This is an optimization exercise on Yosys and OpenROAD, whose aim is small area, not a production implementation. RTL that was checked went through simulation tests only; none was proved equivalent to the original. Power is estimated from default activity; no workload was simulated.

==> module idct_stage1_top, before the edit <==
module idct_stage1_top #(
    parameter int BLOCK_COLS = 40,
    parameter int BLOCK_ROWS = 30,
    parameter int RESULT_BASE = 76800
) (
    input  logic       CLOCK,
    input  logic       Resetn,
    input  logic       start,
    input  sram_map_pkg::sram_data_t sram_read_data,
    output sram_map_pkg::sram_addr_t sram_address,
    output sram_map_pkg::sram_data_t sram_write_data,
    output logic       sram_we_n,
    output logic       busy,
    output logic       done
);
    localparam int NSEG = BLOCK_COLS * BLOCK_ROWS * sram_map_pkg::BLOCK_DIM;   
    localparam int RES_SEG = RESULT_BASE / sram_map_pkg::BLOCK_DIM;
    logic        run;        
    logic [13:0] seg;        
    logic [2:0]  j;          
    logic [2:0]  k;          
    logic [2:0]  t;          
    logic        tail;       
    logic [29:0] acc;        
    logic        cr;         
    logic [6:0]  step;
    logic [3:0]  mag;
    logic [3:0]  e;
    logic        neg, last, adv;
    logic        clr, wcyc, lastout, start_go;
    logic [2:0]  ka;
    assign mag  = dct_pkg::csd_mag(k, j);
    assign step = dct_pkg::csd_step(mag[2:0], t);
    assign e    = step[3:0];
    assign neg  = step[4] ^ mag[3];
    assign last = step[5];
    assign adv  = step[6] & !tail;
    assign clr     = tail && t == 3'd3;    
    assign wcyc    = tail && t == 3'd1;
    assign lastout = seg == 14'(NSEG - 1) && j == 3'd7;
    assign done      = run && wcyc && lastout;
    assign busy      = run && !(wcyc && lastout);
    assign sram_we_n = !(run && wcyc);
    assign start_go  = start && !busy;
    assign ka = k + 3'(adv);
    assign sram_address = wcyc ? {15'(seg) + 15'(RES_SEG), j} : {1'b0, seg, ka};
    logic        ovf;
    assign ovf = !(&acc[29:23] || !(|acc[29:23]));
    assign sram_write_data = ovf ? {acc[29], {15{!acc[29]}}} : acc[23:8];
    logic        nt;
    logic [15:0] sx;
    logic [29:0] addend;
    logic [29:0] acc_in;
    logic [29:0] sum;
    assign nt     = neg && !tail;
    assign sx     = (sram_read_data & {16{!tail}}) ^ {16{nt}};
    assign addend = ({{14{sx[15]}}, sx} << e) | ({30{nt}} & ~({30{1'b1}} << e));
    assign acc_in = acc;
    logic [30:0] cy;
    logic [29:0] hs;
    assign cy[0]  = nt;
    assign cy[15] = cr;
    for (genvar i = 0; i < 30; i++) begin : g_add
        assign hs[i]  = acc_in[i] ^ addend[i];
        assign sum[i] = hs[i] ^ cy[i];
        if (i != 14)
            assign cy[i+1] = (acc_in[i] & addend[i]) | (cy[i] & hs[i]);
    end
    always_ff @(posedge CLOCK) begin
        acc <= {sum[29:8] & {22{!clr}}, sum[7:0] & {8{!(last || clr)}}};
        cr  <= ((acc_in[14] & addend[14]) | (cy[14] & hs[14])) && !clr;
    end
    always_ff @(posedge CLOCK or negedge Resetn) begin
        if (!Resetn) begin
            run <= 1'b0;
        end else if (start_go) begin
            run <= 1'b1;
        end else if (wcyc && lastout) begin
            run <= 1'b0;
        end
    end
    always_ff @(posedge CLOCK) begin
        if (start_go) begin
            seg  <= '0;
            j    <= '0;
            k    <= '0;
            t    <= 3'd2;
            tail <= 1'b1;
        end else if (!tail) begin
            if (last) begin
                t <= '0;
                k <= k + 3'd1;
                if (k == 3'd7)
                    tail <= 1'b1;
            end else begin
                t <= t + 3'd1;
            end
        end else begin
            if (t == 3'd3) begin
                t <= '0;
                tail <= 1'b0;
            end else begin
                t <= t + 3'd1;
            end
            if (t == 3'd1) begin
                j <= j + 3'd1;
                if (j == 3'd7)
                    seg <= seg + 14'd1;
            end
        end
    end
endmodule
export LEC_CHECK = 0
export CAP_MARGIN = 5
export CORE_MARGIN = 2
export CORE_UTILIZATION = 40
export CTS_BUF_LIST = sky130_fd_sc_hd__clkbuf_8
export SLEW_MARGIN = 5
create_clock -name core_clock -period 12.0 [get_ports {CLOCK}]
standard.sh (not shown) runs the stock make flow with config.mk's settings and CLKGATE_MAP_FILE= SYNTH_SCRIPT=/design/flow/synth_recipe.tcl, a recipe that flattens the netlist after the stock synthesis.
==> flow/flow/run.sh <==
#!/bin/bash
# Layout flow: the standard flow (standard.sh), with three changes:
# - Yosys's technology mapping step runs ABC with flow/abc_map.script
#   (area-oriented mapping, no delay-driven buffering or upsizing) instead of
#   ORFS's abc_speed.script;
# - every input and output port still gets its own buffer, but a
#   sky130_fd_sc_hd__buf_1 (buffer_ports -buffer_cell);
# - clock tree synthesis with sky130_fd_sc_hd__clkbuf_8 buffers only, without
#   sink clustering and without dummy loads.
# Everything else, including the synthesis script synth_recipe.tcl, the
# registers it makes, floorplan, power grid, placement, timing repair and
# routing, is the standard flow's. make's output goes to flow_make.log; each
# ORFS step keeps its own log under orfs/logs/.
set -euo pipefail
cd "$(dirname "$0")/.."
W=$PWD
rm -rf "$W/scripts_mod"
cp -r "$FLOW_HOME/scripts" "$W/scripts_mod"
cp "$W/flow/abc_map.script" "$W/scripts_mod/abc_speed.script"
# standard.sh with ORFS's scripts folder pointed at the copy
CTS="-repair_clock_nets -buf_list sky130_fd_sc_hd__clkbuf_8 -dont_use_dummy_load"
sed "s|^make -C |make SCRIPTS_DIR=$W/scripts_mod BUFFER_PORTS_ARGS='-buffer_cell sky130_fd_sc_hd__buf_1' CTS_ARGS='$CTS' -C |" standard.sh > standard_mod.sh
grep -q "SCRIPTS_DIR=" standard_mod.sh
bash standard_mod.sh finish > "$W/flow_make.log" 2>&1
test -s "$W/out/final.def"
==> flow/flow/abc_map.script <==
strash
dc2
&get -n
&dch -f
&nf -R 1000 -p
&put
Rerun with:
--- a/flow/design.v
+++ b/flow/design.v
@@ -223,9 +223,13 @@
     logic [29:0] acc_in;
     logic [29:0] sum;
     assign nt     = neg && !tail;
     assign sx     = (sram_read_data & {16{!tail}}) ^ {16{nt}};
-    assign addend = ({{14{sx[15]}}, sx} << e) | ({30{nt}} & ~({30{1'b1}} << e));
+    logic [29:0] s1;
+    assign s1     = ({{14{sx[15]}}, sx} << e[1:0]) | ({30{nt}} & ~({30{1'b1}} << e[1:0]));
+    assign addend = ({30{e[3]}} & {s1[21:0], {8{nt}}})
+                  | ({30{e[2]}} & {s1[25:0], {4{nt}}})
+                  | ({30{!e[3] && !e[2]}} & s1);
     assign acc_in = acc;
     logic [30:0] cy;
     logic [29:0] hs;
     assign cy[0]  = nt;
@@ -258,11 +262,9 @@
             tail <= 1'b1;
         end else if (!tail) begin
             if (last) begin
                 t <= '0;
-                k <= k + 3'd1;
-                if (k == 3'd7)
-                    tail <= 1'b1;
+                {tail, k} <= {1'b0, k} + 4'd1;
             end else begin
                 t <= t + 3'd1;
             end
         end else begin
=> The changed run went through all stages and came out clean; synthesized area decreases by 3.9%; final area drops by about 3.5%; register-to-register slack is better by 0.03 ns; cell count is lower by about 2.4%; global-route usage went down by 1.0 points; power climbs by 3.7%; hold slack got worse by 0.030 ns; sequential cell count stays the same; clock skew rose by 0.017 ns; die area decreases by about 3.7%; combinational power rose by about 12%; sequential share of layout area went up by 0.85 points.
Only the layout flow was run in the second run of this note; the RTL was not checked for function there.

* * *

The RTL this note starts from:
==> flow/design.v <==
package dct_pkg;
    typedef logic signed [15:0] coef_t;
    typedef logic signed [15:0] sample_t;
    localparam int PROD_SHIFT = 8;   
    function automatic coef_t dct_coef(input logic [2:0] k, input logic [2:0] j);
        case ({k, j})
            6'o00: dct_coef = 16'sd1448;
            6'o01: dct_coef = 16'sd2008;
            6'o02: dct_coef = 16'sd1892;
            6'o03: dct_coef = 16'sd1702;
            6'o04: dct_coef = 16'sd1448;
            6'o05: dct_coef = 16'sd1137;
            6'o06: dct_coef = 16'sd783;
            6'o07: dct_coef = 16'sd399;
            6'o10: dct_coef = 16'sd1448;
            6'o11: dct_coef = 16'sd1702;
            6'o12: dct_coef = 16'sd783;
            6'o13: dct_coef = -16'sd399;
            6'o14: dct_coef = -16'sd1448;
            6'o15: dct_coef = -16'sd2008;
            6'o16: dct_coef = -16'sd1892;
            6'o17: dct_coef = -16'sd1137;
            6'o20: dct_coef = 16'sd1448;
            6'o21: dct_coef = 16'sd1137;
            6'o22: dct_coef = -16'sd783;
            6'o23: dct_coef = -16'sd2008;
            6'o24: dct_coef = -16'sd1448;
            6'o25: dct_coef = 16'sd399;
            6'o26: dct_coef = 16'sd1892;
            6'o27: dct_coef = 16'sd1702;
            6'o30: dct_coef = 16'sd1448;
            6'o31: dct_coef = 16'sd399;
            6'o32: dct_coef = -16'sd1892;
            6'o33: dct_coef = -16'sd1137;
            6'o34: dct_coef = 16'sd1448;
            6'o35: dct_coef = 16'sd1702;
            6'o36: dct_coef = -16'sd783;
            6'o37: dct_coef = -16'sd2008;
            6'o40: dct_coef = 16'sd1448;
            6'o41: dct_coef = -16'sd399;
            6'o42: dct_coef = -16'sd1892;
            6'o43: dct_coef = 16'sd1137;
            6'o44: dct_coef = 16'sd1448;
            6'o45: dct_coef = -16'sd1702;
            6'o46: dct_coef = -16'sd783;
            6'o47: dct_coef = 16'sd2008;
            6'o50: dct_coef = 16'sd1448;
            6'o51: dct_coef = -16'sd1137;
            6'o52: dct_coef = -16'sd783;
            6'o53: dct_coef = 16'sd2008;
            6'o54: dct_coef = -16'sd1448;
            6'o55: dct_coef = -16'sd399;
            6'o56: dct_coef = 16'sd1892;
            6'o57: dct_coef = -16'sd1702;
            6'o60: dct_coef = 16'sd1448;
            6'o61: dct_coef = -16'sd1702;
            6'o62: dct_coef = 16'sd783;
            6'o63: dct_coef = 16'sd399;
            6'o64: dct_coef = -16'sd1448;
            6'o65: dct_coef = 16'sd2008;
            6'o66: dct_coef = -16'sd1892;
            6'o67: dct_coef = 16'sd1137;
            6'o70: dct_coef = 16'sd1448;
            6'o71: dct_coef = -16'sd2008;
            6'o72: dct_coef = 16'sd1892;
            6'o73: dct_coef = -16'sd1702;
            6'o74: dct_coef = 16'sd1448;
            6'o75: dct_coef = -16'sd1137;
            6'o76: dct_coef = 16'sd783;
            6'o77: dct_coef = -16'sd399;
            default: dct_coef = '0;
        endcase
    endfunction
    function automatic logic [3:0] csd_mag(input logic [2:0] k, input logic [2:0] j);
        logic [1:0] kk;
        logic [3:0] v;
        kk = k[2] ? ~k[1:0] : k[1:0];
        case ({kk, j})
            5'o00: v = 4'h3;
            5'o01: v = 4'h6;
            5'o02: v = 4'h0;
            5'o03: v = 4'h7;
            5'o04: v = 4'h3;
            5'o05: v = 4'h5;
            5'o06: v = 4'h1;
            5'o07: v = 4'h4;
            5'o10: v = 4'h3;
            5'o11: v = 4'h7;
            5'o12: v = 4'h1;
            5'o13: v = 4'hc;
            5'o14: v = 4'hb;
            5'o15: v = 4'he;
            5'o16: v = 4'h8;
            5'o17: v = 4'hd;
            5'o20: v = 4'h3;
            5'o21: v = 4'h5;
            5'o22: v = 4'h9;
            5'o23: v = 4'he;
            5'o24: v = 4'hb;
            5'o25: v = 4'h4;
            5'o26: v = 4'h0;
            5'o27: v = 4'h7;
            5'o30: v = 4'h3;
            5'o31: v = 4'h4;
            5'o32: v = 4'h8;
            5'o33: v = 4'hd;
            5'o34: v = 4'h3;
            5'o35: v = 4'h7;
            5'o36: v = 4'h9;
            5'o37: v = 4'he;
            default: v = 4'h0;
        endcase
        csd_mag = {v[3] ^ (k[2] & j[0]), v[2:0]};
    endfunction
    function automatic logic [6:0] csd_step(input logic [2:0] m, input logic [2:0] t);
        case ({m, t})
            6'o00: csd_step = 7'h15;
            6'o01: csd_step = 7'h17;
            6'o02: csd_step = 7'h4b;
            6'o03: csd_step = 7'h62;
            6'o10: csd_step = 7'h09;
            6'o11: csd_step = 7'h08;
            6'o12: csd_step = 7'h44;
            6'o13: csd_step = 7'h70;
            6'o30: csd_step = 7'h05;
            6'o31: csd_step = 7'h07;
            6'o32: csd_step = 7'h03;
            6'o33: csd_step = 7'h4a;
            6'o34: csd_step = 7'h68;
            6'o40: csd_step = 7'h17;
            6'o41: csd_step = 7'h10;
            6'o42: csd_step = 7'h49;
            6'o43: csd_step = 7'h64;
            6'o50: csd_step = 7'h07;
            6'o51: csd_step = 7'h0a;
            6'o52: csd_step = 7'h40;
            6'o53: csd_step = 7'h74;
            6'o60: csd_step = 7'h15;
            6'o61: csd_step = 7'h53;
            6'o62: csd_step = 7'h6b;
            6'o70: csd_step = 7'h05;
            6'o71: csd_step = 7'h19;
            6'o72: csd_step = 7'h07;
            6'o73: csd_step = 7'h11;
            6'o74: csd_step = 7'h43;
            6'o75: csd_step = 7'h6b;
            default: csd_step = 7'h00;
        endcase
    endfunction
endpackage
package sram_map_pkg;
    typedef logic [17:0] sram_addr_t;
    typedef logic [15:0] sram_data_t;
    localparam int BLOCK_DIM = 8;
    localparam int BLOCK_SIZE = 64;
    localparam int SRAM_READ_LATENCY = 2;    
    typedef logic [6:0] buf_addr_t;   
    function automatic sram_addr_t pixel_addr(input logic [31:0] width,
                                              input sram_addr_t prow,
                                              input sram_addr_t pcol);
        sram_addr_t addr;
        addr = pcol;
        for (int b = 0; b < 18; b++) begin
            if (width[b])
                addr = addr + (prow << b);
        end
        pixel_addr = addr;
    endfunction
endpackage
`timescale 1ns/1ps
module idct_stage1_top #(
    parameter int BLOCK_COLS = 40,
    parameter int BLOCK_ROWS = 30,
    parameter int RESULT_BASE = 76800
) (
    input  logic       CLOCK,
    input  logic       Resetn,
    input  logic       start,
    input  sram_map_pkg::sram_data_t sram_read_data,
    output sram_map_pkg::sram_addr_t sram_address,
    output sram_map_pkg::sram_data_t sram_write_data,
    output logic       sram_we_n,
    output logic       busy,
    output logic       done
);
    localparam int NSEG = BLOCK_COLS * BLOCK_ROWS * sram_map_pkg::BLOCK_DIM;   
    localparam int RES_SEG = RESULT_BASE / sram_map_pkg::BLOCK_DIM;
    logic        run;        
    logic [13:0] seg;        
    logic [2:0]  j;          
    logic [2:0]  k;          
    logic [2:0]  t;          
    logic        tail;       
    logic [29:0] acc;        
    logic        cr;         
    logic [6:0]  step;
    logic [3:0]  mag;
    logic [3:0]  e;
    logic        neg, last, adv;
    logic        clr, wcyc, lastout, start_go;
    logic [2:0]  ka;
    assign mag  = dct_pkg::csd_mag(k, j);
    assign step = dct_pkg::csd_step(mag[2:0], t);
    assign e    = step[3:0];
    assign neg  = step[4] ^ mag[3];
    assign last = step[5];
    assign adv  = step[6] & !tail;
    assign clr     = tail && t == 3'd3;    
    assign wcyc    = tail && t == 3'd1;
    assign lastout = seg == 14'(NSEG - 1) && j == 3'd7;
    assign done      = run && wcyc && lastout;
    assign busy      = run && !(wcyc && lastout);
    assign sram_we_n = !(run && wcyc);
    assign start_go  = start && !busy;
    assign ka = k + 3'(adv);
    assign sram_address = wcyc ? {15'(seg) + 15'(RES_SEG), j} : {1'b0, seg, ka};
    logic        ovf;
    assign ovf = !(&acc[29:23] || !(|acc[29:23]));
    assign sram_write_data = ovf ? {acc[29], {15{!acc[29]}}} : acc[23:8];
    logic        nt;
    logic [15:0] sx;
    logic [29:0] addend;
    logic [29:0] acc_in;
    logic [29:0] sum;
    assign nt     = neg && !tail;
    assign sx     = sram_read_data ^ {16{nt}};
    logic [29:0] s1;
    logic        h0, h4, h8;
    assign h8     = e[3] && !tail;
    assign h4     = e[2] && !tail;
    assign h0     = !e[3] && !e[2] && !tail;
    assign s1     = ({{14{sx[15]}}, sx} << e[1:0]) | ({30{nt}} & ~({30{1'b1}} << e[1:0]));
    assign addend = ({30{h8}} & {s1[21:0], {8{nt}}})
                  | ({30{h4}} & {s1[25:0], {4{nt}}})
                  | ({30{h0}} & s1);
    assign acc_in = acc;
    logic [30:0] cy;
    logic [29:0] hs;
    assign cy[0]  = nt;
    assign cy[15] = cr;
    for (genvar i = 0; i < 30; i++) begin : g_add
        assign hs[i]  = acc_in[i] ^ addend[i];
        assign sum[i] = hs[i] ^ cy[i];
        if (i != 14)
            assign cy[i+1] = (acc_in[i] & addend[i]) | (cy[i] & hs[i]);
    end
    always_ff @(posedge CLOCK) begin
        acc <= {sum[29:8] & {22{!clr}}, sum[7:0] & {8{!(last || clr)}}};
        cr  <= ((acc_in[14] & addend[14]) | (cy[14] & hs[14])) && !clr;
    end
    always_ff @(posedge CLOCK or negedge Resetn) begin
        if (!Resetn) begin
            run <= 1'b0;
        end else if (start_go) begin
            run <= 1'b1;
        end else if (wcyc && lastout) begin
            run <= 1'b0;
        end
    end
    always_ff @(posedge CLOCK) begin
        if (start_go) begin
            seg  <= '0;
            j    <= '0;
            k    <= '0;
            t    <= 3'd2;
            tail <= 1'b1;
        end else if (!tail) begin
            if (last) begin
                t <= '0;
                {tail, k} <= {1'b0, k} + 4'd1;
            end else begin
                t <= t + 3'd1;
            end
        end else begin
            if (t == 3'd3) begin
                t <= '0;
                tail <= 1'b0;
            end else begin
                t <= t + 3'd1;
            end
            if (t == 3'd1) begin
                j <= j + 3'd1;
                if (j == 3'd7)
                    seg <= seg + 14'd1;
            end
        end
    end
endmodule
export LEC_CHECK = 0
export CAP_MARGIN = 5
export CORE_MARGIN = 2
export CORE_UTILIZATION = 40
export CTS_BUF_LIST = sky130_fd_sc_hd__clkbuf_8
export SLEW_MARGIN = 5
create_clock -name core_clock -period 12.0 [get_ports {CLOCK}]
Scripts as last shown in full above: flow/flow/run.sh, flow/flow/abc_map.script
The starting point went through all stages and came out clean.
Then changed:
--- a/flow/design.v
+++ b/flow/design.v
@@ -222,18 +222,10 @@
     logic [29:0] addend;
     logic [29:0] acc_in;
     logic [29:0] sum;
     assign nt     = neg && !tail;
-    assign sx     = sram_read_data ^ {16{nt}};
-    logic [29:0] s1;
-    logic        h0, h4, h8;
-    assign h8     = e[3] && !tail;
-    assign h4     = e[2] && !tail;
-    assign h0     = !e[3] && !e[2] && !tail;
-    assign s1     = ({{14{sx[15]}}, sx} << e[1:0]) | ({30{nt}} & ~({30{1'b1}} << e[1:0]));
-    assign addend = ({30{h8}} & {s1[21:0], {8{nt}}})
-                  | ({30{h4}} & {s1[25:0], {4{nt}}})
-                  | ({30{h0}} & s1);
+    assign sx     = (sram_read_data & {16{!tail}}) ^ {16{nt}};
+    assign addend = ({{14{sx[15]}}, sx} << e) | ({30{nt}} & ~({30{1'b1}} << e));
     assign acc_in = acc;
     logic [30:0] cy;
     logic [29:0] hs;
     assign cy[0]  = nt;
Result:
- utilization is lower by 0.33 points
- global-route usage goes up by 1.1 points
- flip-flop and latch count is unchanged
- worst setup slack loses 0.26 ns
- routed wire length rose by 9.1%
- synthesized area rose by 4.0%
- final area is higher by 3.8%

[afterwards: timing with drivers on the ports]
No port has a modelled driver above. Below, the same layouts with a new extraction and two added sets of constraints. Step 1 sets driving cells, clkbuf_16 on the clock port and buf_2 on the other inputs (assumed; they add their load-dependent delay and slew). Step 2 moves the port delays by t, midway between the first and last clock arrival at a register: inputs arrive t later, outputs are due t later. That takes back most of the time a late clock gives input paths. a / b / c = no drivers / after step 1 / after step 2; a / b = the first two.
run | t (ns) | setup WS [ns] | cell pins on the clock port's net
the first run of note 1 | 0.344 | 1.374 / 1.374 / 1.374 | 1
the second run of note 1 | 0.326 | 1.408 / 1.408 / 1.408 | 1
the first run of note 2 | 0.325 | 1.539 / 1.539 / 1.539 | 1
the second run of note 2 | 0.334 | 1.283 / 1.283 / 1.283 | 1
After both steps setup and hold are still met in every run listed.
